Background: an optimization exercise with open tools, aiming at small area, a short achievable clock period and few clock cycles per item. Do not read the settings as production practice. Function was checked by simulation only, so behaviour that the tests miss may differ from the original. Power is estimated from default activity; no workload was simulated.

job 101:
==> flow/design.v <==
`default_nettype none
`timescale 1ns/1ps
package rs_pkg;
	typedef enum logic [2:0] {
		OP_ADD = 3'd0,
		OP_SUB = 3'd1,
		OP_SLL = 3'd2,
		OP_SLT = 3'd3,
		OP_XOR = 3'd4,
		OP_SR  = 3'd5,
		OP_OR  = 3'd6,
		OP_AND = 3'd7
	} alu_op_t;
endpackage
`default_nettype wire
`default_nettype none
`timescale 1ns/1ps
module reservation_station (
	input wire logic clk,
	input wire logic rst_n,
	input wire logic enable,
	input wire logic dispatched,
	input wire logic [5-1:0] q1_in,
	input wire logic [32-1:0] v1_in,
	input wire logic [5-1:0] q2_in,
	input wire logic [32-1:0] v2_in,
	input wire logic [2:0] alu_op_in,
	input wire logic alu_sign_in,
	input wire logic [5-1:0] reorder_buffer_tag_in,
	input wire logic cdb_active,
	input wire logic [5-1:0] cdb_tag,
	input wire logic [32-1:0] cdb_data,
	output logic [5-1:0] q1_out,
	output logic [32-1:0] v1_out,
	output logic [5-1:0] q2_out,
	output logic [32-1:0] v2_out,
	output logic [2:0] alu_op_out,
	output logic alu_sign_out,
	output logic [5-1:0] reorder_buffer_tag_out,
	output logic busy
);
	logic snoop1;
	logic snoop2;
	assign snoop1 = cdb_active && ((enable ? q1_in : q1_out) == cdb_tag);
	assign snoop2 = cdb_active && ((enable ? q2_in : q2_out) == cdb_tag);
	always_ff @(posedge clk or negedge rst_n) begin
		if (!rst_n)
			busy <= 1'b0;
		else if (enable)
			busy <= 1'b1;
		else if (dispatched)
			busy <= 1'b0;
	end
	always_ff @(posedge clk) begin
		if (snoop1) begin
			q1_out <= '0;
			v1_out <= cdb_data;
		end else if (enable) begin
			q1_out <= q1_in;
			v1_out <= v1_in;
		end
		if (snoop2) begin
			q2_out <= '0;
			v2_out <= cdb_data;
		end else if (enable) begin
			q2_out <= q2_in;
			v2_out <= v2_in;
		end
		if (enable) begin
			alu_op_out <= alu_op_in;
			alu_sign_out <= alu_sign_in;
			reorder_buffer_tag_out <= reorder_buffer_tag_in;
		end
	end
endmodule
`default_nettype wire
`default_nettype none
`timescale 1ns/1ps
module rs_dispatch_select (
	input wire logic issue_valid,
	input wire logic busy,
	input wire logic [5-1:0] q1,
	input wire logic [5-1:0] q2,
	input wire logic exec_accept,
	output logic enable,
	output logic dispatched,
	output logic full,
	output logic exec_valid
);
	assign exec_valid = busy && (q1 == '0) && (q2 == '0);
	assign dispatched = exec_valid && exec_accept;
	assign full = busy && !dispatched;
	assign enable = issue_valid;
endmodule
`default_nettype wire
`default_nettype none
`timescale 1ns/1ps
module alu_unit (
	input wire logic [32-1:0] a,
	input wire logic [32-1:0] b,
	input wire logic [2:0] op,
	input wire logic op_sign,
	output logic [32-1:0] result
);
	localparam int W = 32;
	logic inv_b;
	logic use_p;
	logic use_g;
	logic use_c;
	logic use_sll;
	logic use_sr;
	logic use_slt;
	logic [W-1:0] bx;
	logic [W-1:0] g0;
	logic [W-1:0] p0;
	logic [W-1:0] carry;
	logic cout;
	logic msb_sum;
	logic less_than;
	logic [5-1:0] shamt;
	logic [W-1:0] a_rev;
	logic [W-1:0] sh_in;
	logic fill;
	logic [W-1:0] sh_out;
	logic [W-1:0] sh_out_rev;
	assign inv_b = op[0];
	assign use_c = !op[2] && !op[1];
	assign use_p = (op == 3'b000) || (op == 3'b001) || (op == 3'b010) || (op == 3'b100);
	assign use_g = op[2] && !op[0];
	assign use_sr = (op == 3'b011);
	assign use_sll = (op == 3'b101);
	assign use_slt = (op == 3'b111);
	assign bx = b ^ {W{inv_b}};
	assign g0 = a & bx;
	assign p0 = a ^ bx;
	logic [7:0] gg [0:3];
	logic [7:0] gp [0:3];
	always_comb begin
		for (int k = 0; k < 8; k++) begin
			logic g;
			logic p;
			g = g0[4*k];
			p = p0[4*k];
			for (int j = 1; j < 4; j++) begin
				g = g0[4*k+j] | (p0[4*k+j] & g);
				p = p0[4*k+j] & p;
			end
			gg[0][k] = g;
			gp[0][k] = p;
		end
		gg[0][0] = gg[0][0] | (gp[0][0] & inv_b);
		for (int l = 0; l < 3; l++) begin
			gg[l+1] = gg[l];
			gp[l+1] = gp[l];
			for (int k = 0; k < 8; k++)
				if (((k >> l) & 1) == 1) begin
					gg[l+1][k] = gg[l][k] | (gp[l][k] & gg[l][((k >> l) << l) - 1]);
					gp[l+1][k] = gp[l][k] & gp[l][((k >> l) << l) - 1];
				end
		end
		for (int k = 0; k < 8; k++) begin
			logic c;
			c = (k == 0) ? inv_b : gg[3][k-1];
			for (int j = 0; j < 4; j++) begin
				carry[4*k+j] = c;
				c = g0[4*k+j] | (p0[4*k+j] & c);
			end
		end
	end
	assign cout = gg[3][7];
	assign msb_sum = p0[W-1] ^ carry[W-1];
	assign less_than = op_sign ? ((a[W-1] ^ b[W-1]) ? a[W-1] : msb_sum) : !cout;
	assign shamt = b[5-1:0];
	always_comb
		for (int i = 0; i < W; i++)
			a_rev[i] = a[W-1-i];
	assign sh_in = op[2] ? a_rev : a;
	assign fill = !op[2] && op_sign && a[W-1];
	assign sh_out = W'($signed({fill, sh_in}) >>> shamt);
	always_comb
		for (int i = 0; i < W; i++)
			sh_out_rev[i] = sh_out[W-1-i];
	always_comb begin
		result = ((p0 & {W{use_p}}) ^ ((g0 & {W{use_g}}) | (carry & {W{use_c}})))
			| (sh_out & {W{use_sr}}) | (sh_out_rev & {W{use_sll}});
		result[0] = result[0] | (less_than && use_slt);
	end
endmodule
`default_nettype wire
`default_nettype none
`timescale 1ns/1ps
module alu_cluster (
	input wire logic clk,
	input wire logic rst_n,
	input wire logic issue_valid,
	input wire logic [5-1:0] issue_q1,
	input wire logic [32-1:0] issue_v1,
	input wire logic [5-1:0] issue_q2,
	input wire logic [32-1:0] issue_v2,
	input wire rs_pkg::alu_op_t issue_op,
	input wire logic issue_sign,
	input wire logic [5-1:0] issue_rob_tag,
	output logic full,
	input wire logic ext_cdb_active,
	input wire logic [5-1:0] ext_cdb_tag,
	input wire logic [32-1:0] ext_cdb_data,
	output logic cdb_active,
	output logic [5-1:0] cdb_tag,
	output logic [32-1:0] cdb_data
);
	logic enable;
	logic dispatched;
	logic busy;
	logic [5-1:0] ent_q1;
	logic [5-1:0] ent_q2;
	logic [32-1:0] ent_v1;
	logic [32-1:0] ent_v2;
	logic [2:0] ent_op;
	logic ent_sign;
	logic [5-1:0] ent_rob_tag;
	logic exec_valid;
	logic exec_accept;
	logic [32-1:0] alu_result;
	logic res_valid;
	logic [5-1:0] res_tag;
	logic [32-1:0] res_data;
	logic [2:0] issue_op_enc;
	always_comb begin
		case (issue_op)
			rs_pkg::OP_ADD: issue_op_enc = 3'b000;
			rs_pkg::OP_SUB: issue_op_enc = 3'b001;
			rs_pkg::OP_SLL: issue_op_enc = 3'b101;
			rs_pkg::OP_SLT: issue_op_enc = 3'b111;
			rs_pkg::OP_XOR: issue_op_enc = 3'b010;
			rs_pkg::OP_SR:  issue_op_enc = 3'b011;
			rs_pkg::OP_OR:  issue_op_enc = 3'b100;
			default:        issue_op_enc = 3'b110;
		endcase
	end
	reservation_station entry_i (
		.clk                    (clk),
		.rst_n                  (rst_n),
		.enable                 (enable),
		.dispatched             (dispatched),
		.q1_in                  (issue_q1),
		.v1_in                  (issue_v1),
		.q2_in                  (issue_q2),
		.v2_in                  (issue_v2),
		.alu_op_in              (issue_op_enc),
		.alu_sign_in            (issue_sign),
		.reorder_buffer_tag_in  (issue_rob_tag),
		.cdb_active             (cdb_active),
		.cdb_tag                (cdb_tag),
		.cdb_data               (cdb_data),
		.q1_out                 (ent_q1),
		.v1_out                 (ent_v1),
		.q2_out                 (ent_q2),
		.v2_out                 (ent_v2),
		.alu_op_out             (ent_op),
		.alu_sign_out           (ent_sign),
		.reorder_buffer_tag_out (ent_rob_tag),
		.busy                   (busy)
	);
	rs_dispatch_select select_i (
		.issue_valid (issue_valid),
		.busy        (busy),
		.q1          (ent_q1),
		.q2          (ent_q2),
		.exec_accept (exec_accept),
		.enable      (enable),
		.dispatched  (dispatched),
		.full        (full),
		.exec_valid  (exec_valid)
	);
	alu_unit alu_i (
		.a       (ent_v1),
		.b       (ent_v2),
		.op      (ent_op),
		.op_sign (ent_sign),
		.result  (alu_result)
	);
	assign exec_accept = !res_valid || !ext_cdb_active;
	always_ff @(posedge clk or negedge rst_n) begin
		if (!rst_n)
			res_valid <= 1'b0;
		else if (exec_accept)
			res_valid <= exec_valid;
	end
	always_ff @(posedge clk) begin
		if (exec_accept) begin
			res_tag <= ent_rob_tag;
			res_data <= alu_result;
		end
	end
	assign cdb_active = ext_cdb_active || res_valid;
	assign cdb_tag = ext_cdb_active ? ext_cdb_tag : res_tag;
	assign cdb_data = ext_cdb_active ? ext_cdb_data : res_data;
endmodule
`default_nettype wire
export LEC_CHECK = 0
export ABC_AREA = 1
export CAP_MARGIN = 20
export CORE_MARGIN = 2
export CORE_UTILIZATION = 55
export CTS_BUF_LIST = sky130_fd_sc_hd__clkbuf_8
export SETUP_SLACK_MARGIN = 3.25
export SLEW_MARGIN = 20
create_clock -name core_clock -period 7.0 [get_ports {clk}]
standard.sh (not shown) runs the stock make flow with config.mk's settings and CLKGATE_MAP_FILE= SYNTH_SCRIPT=/design/flow/synth_recipe.tcl, a recipe that flattens the netlist after the stock synthesis.
==> flow/flow/run.sh <==
#!/bin/bash
# Standard ORFS layout, with plain buffers on the ports instead of the delay cells
# buffer_ports picks by default, and a clock tree without dummy balancing loads.
# Every tool's output goes to a log in this folder.
set -euo pipefail
export BUFFER_PORTS_ARGS="-buffer_cell sky130_fd_sc_hd__buf_1"
export CTS_ARGS="-sink_clustering_enable -repair_clock_nets -buf_list sky130_fd_sc_hd__clkbuf_8 -dont_use_dummy_load"
bash standard.sh finish > make_finish.log 2>&1
Every stage of the flow completed for job 101, and the final layout passed the timing, design-rule and antenna checks.
Testbench counts of job 101, summed over its fixed seeds: cycles 5,241, items 3,200.
--- input diff job 101..job 102 ---
Settings: SETUP_SLACK_MARGIN: 3.25 -> 3.42.
Job 102 ends up with lower final critical-path required period than job 101 does.
Critical path's largest stage delay (higher): job 102
Diff job 102..job 101 | setup clock skew after layout | negligible
Summary of job 102 over job 101: post-layout instance area shows an increase of 1.1%; via count increased 157; global-route usage rose by 1.2 points; total power grew by 0.018 mW.
On wire length: between job 101 and job 102, it ends up lower for job 101.
Looking at the reports, job 102 completed the entire flow and the layout it produced met the timing, design-rule and antenna checks.
--- input diff job 102..job 103 ---
Settings: SETUP_SLACK_MARGIN: 3.42 -> 3.35; CTS_BUF_LIST: sky130_fd_sc_hd__clkbuf_8 -> unset.
diff --git a/flow/flow/run.sh b/flow/flow/run.sh
--- a/flow/flow/run.sh
+++ b/flow/flow/run.sh
@@ -6,3 +6,3 @@
 export BUFFER_PORTS_ARGS="-buffer_cell sky130_fd_sc_hd__buf_1"
-export CTS_ARGS="-sink_clustering_enable -repair_clock_nets -buf_list sky130_fd_sc_hd__clkbuf_8 -dont_use_dummy_load"
+export CTS_ARGS='-sink_clustering_enable -repair_clock_nets -buf_list {sky130_fd_sc_hd__clkbuf_4 sky130_fd_sc_hd__clkbuf_8} -dont_use_dummy_load'
 bash standard.sh finish > make_finish.log 2>&1
==> comparison <==
Comparing job 103 and job 102, the higher post-layout worst setup margin was measured on job 102.
Sequential share of layout area: job 103 vs job 102 up 0.15 points
On count of vias placed by the detailed router, job 102 tracks job 103 almost exactly.
Cmp job 103 vs job 102: tightest slew margin relative to the limit lower in job 103
The standard cells in job 103 occupy less silicon area than those in job 102 do.
Count of inverters not on the clock network in the layout sits lower in job 103 than in job 102.
Changes in job 104 relative to job 103:
Settings: CTS_BUF_LIST: unset -> sky130_fd_sc_hd__clkbuf_8.
diff --git a/flow/flow/run.sh b/flow/flow/run.sh
--- a/flow/flow/run.sh
+++ b/flow/flow/run.sh
@@ -6,3 +6,3 @@
 export BUFFER_PORTS_ARGS="-buffer_cell sky130_fd_sc_hd__buf_1"
-export CTS_ARGS='-sink_clustering_enable -repair_clock_nets -buf_list {sky130_fd_sc_hd__clkbuf_4 sky130_fd_sc_hd__clkbuf_8} -dont_use_dummy_load'
+export CTS_ARGS="-sink_clustering_enable -repair_clock_nets -buf_list sky130_fd_sc_hd__clkbuf_8 -dont_use_dummy_load"
 bash standard.sh finish > make_finish.log 2>&1
### Flow results
Comparing job 104 with job 103, the via count came out essentially unchanged. Re multi-input logic area: no difference whatsoever between job 104 and job 103. From job 103 to job 104, final hold violation count did not move at all. The global router's overall resource usage of job 104 and that of job 103 are within noise of each other. Job 103 -> job 104: worst hold slack delta 0, exact match. From job 104 to job 103, number of levels the H-tree was split into did not move at all. Job 104 against job 103: final-report setup violation count barely changed, critical path depth barely changed.

[port drivers added, routing unchanged]
The flow's constraints put no driver on any port. The routed layouts listed below were extracted and timed again, unchanged, in two steps.
Step 1, drivers: a clkbuf_16 drives clk and a buf_2 each remaining input, both assumed.
Step 2 also shifts input and output timing later by t, the mid clock arrival at the registers, as if the neighbouring blocks saw the same clock.
a / b / c = ideal ports / drivers / drivers and shift; a / b = the first two.
| run | t (ns) | setup WS [ns] | worst setup path at the end |
|---|---|---|---|
| job 101 | 0.481 | 3.247 / 3.225 / 2.991 | input to register |
| job 102 | 0.477 | 3.383 / 3.223 / 3.085 | input to register |
| job 103 | 0.479 | 3.380 / 3.218 / 3.010 | input to register |
| job 104 | 0.479 | 3.380 / 3.218 / 3.010 | input to register |
After both steps setup and hold are still met in every run listed.
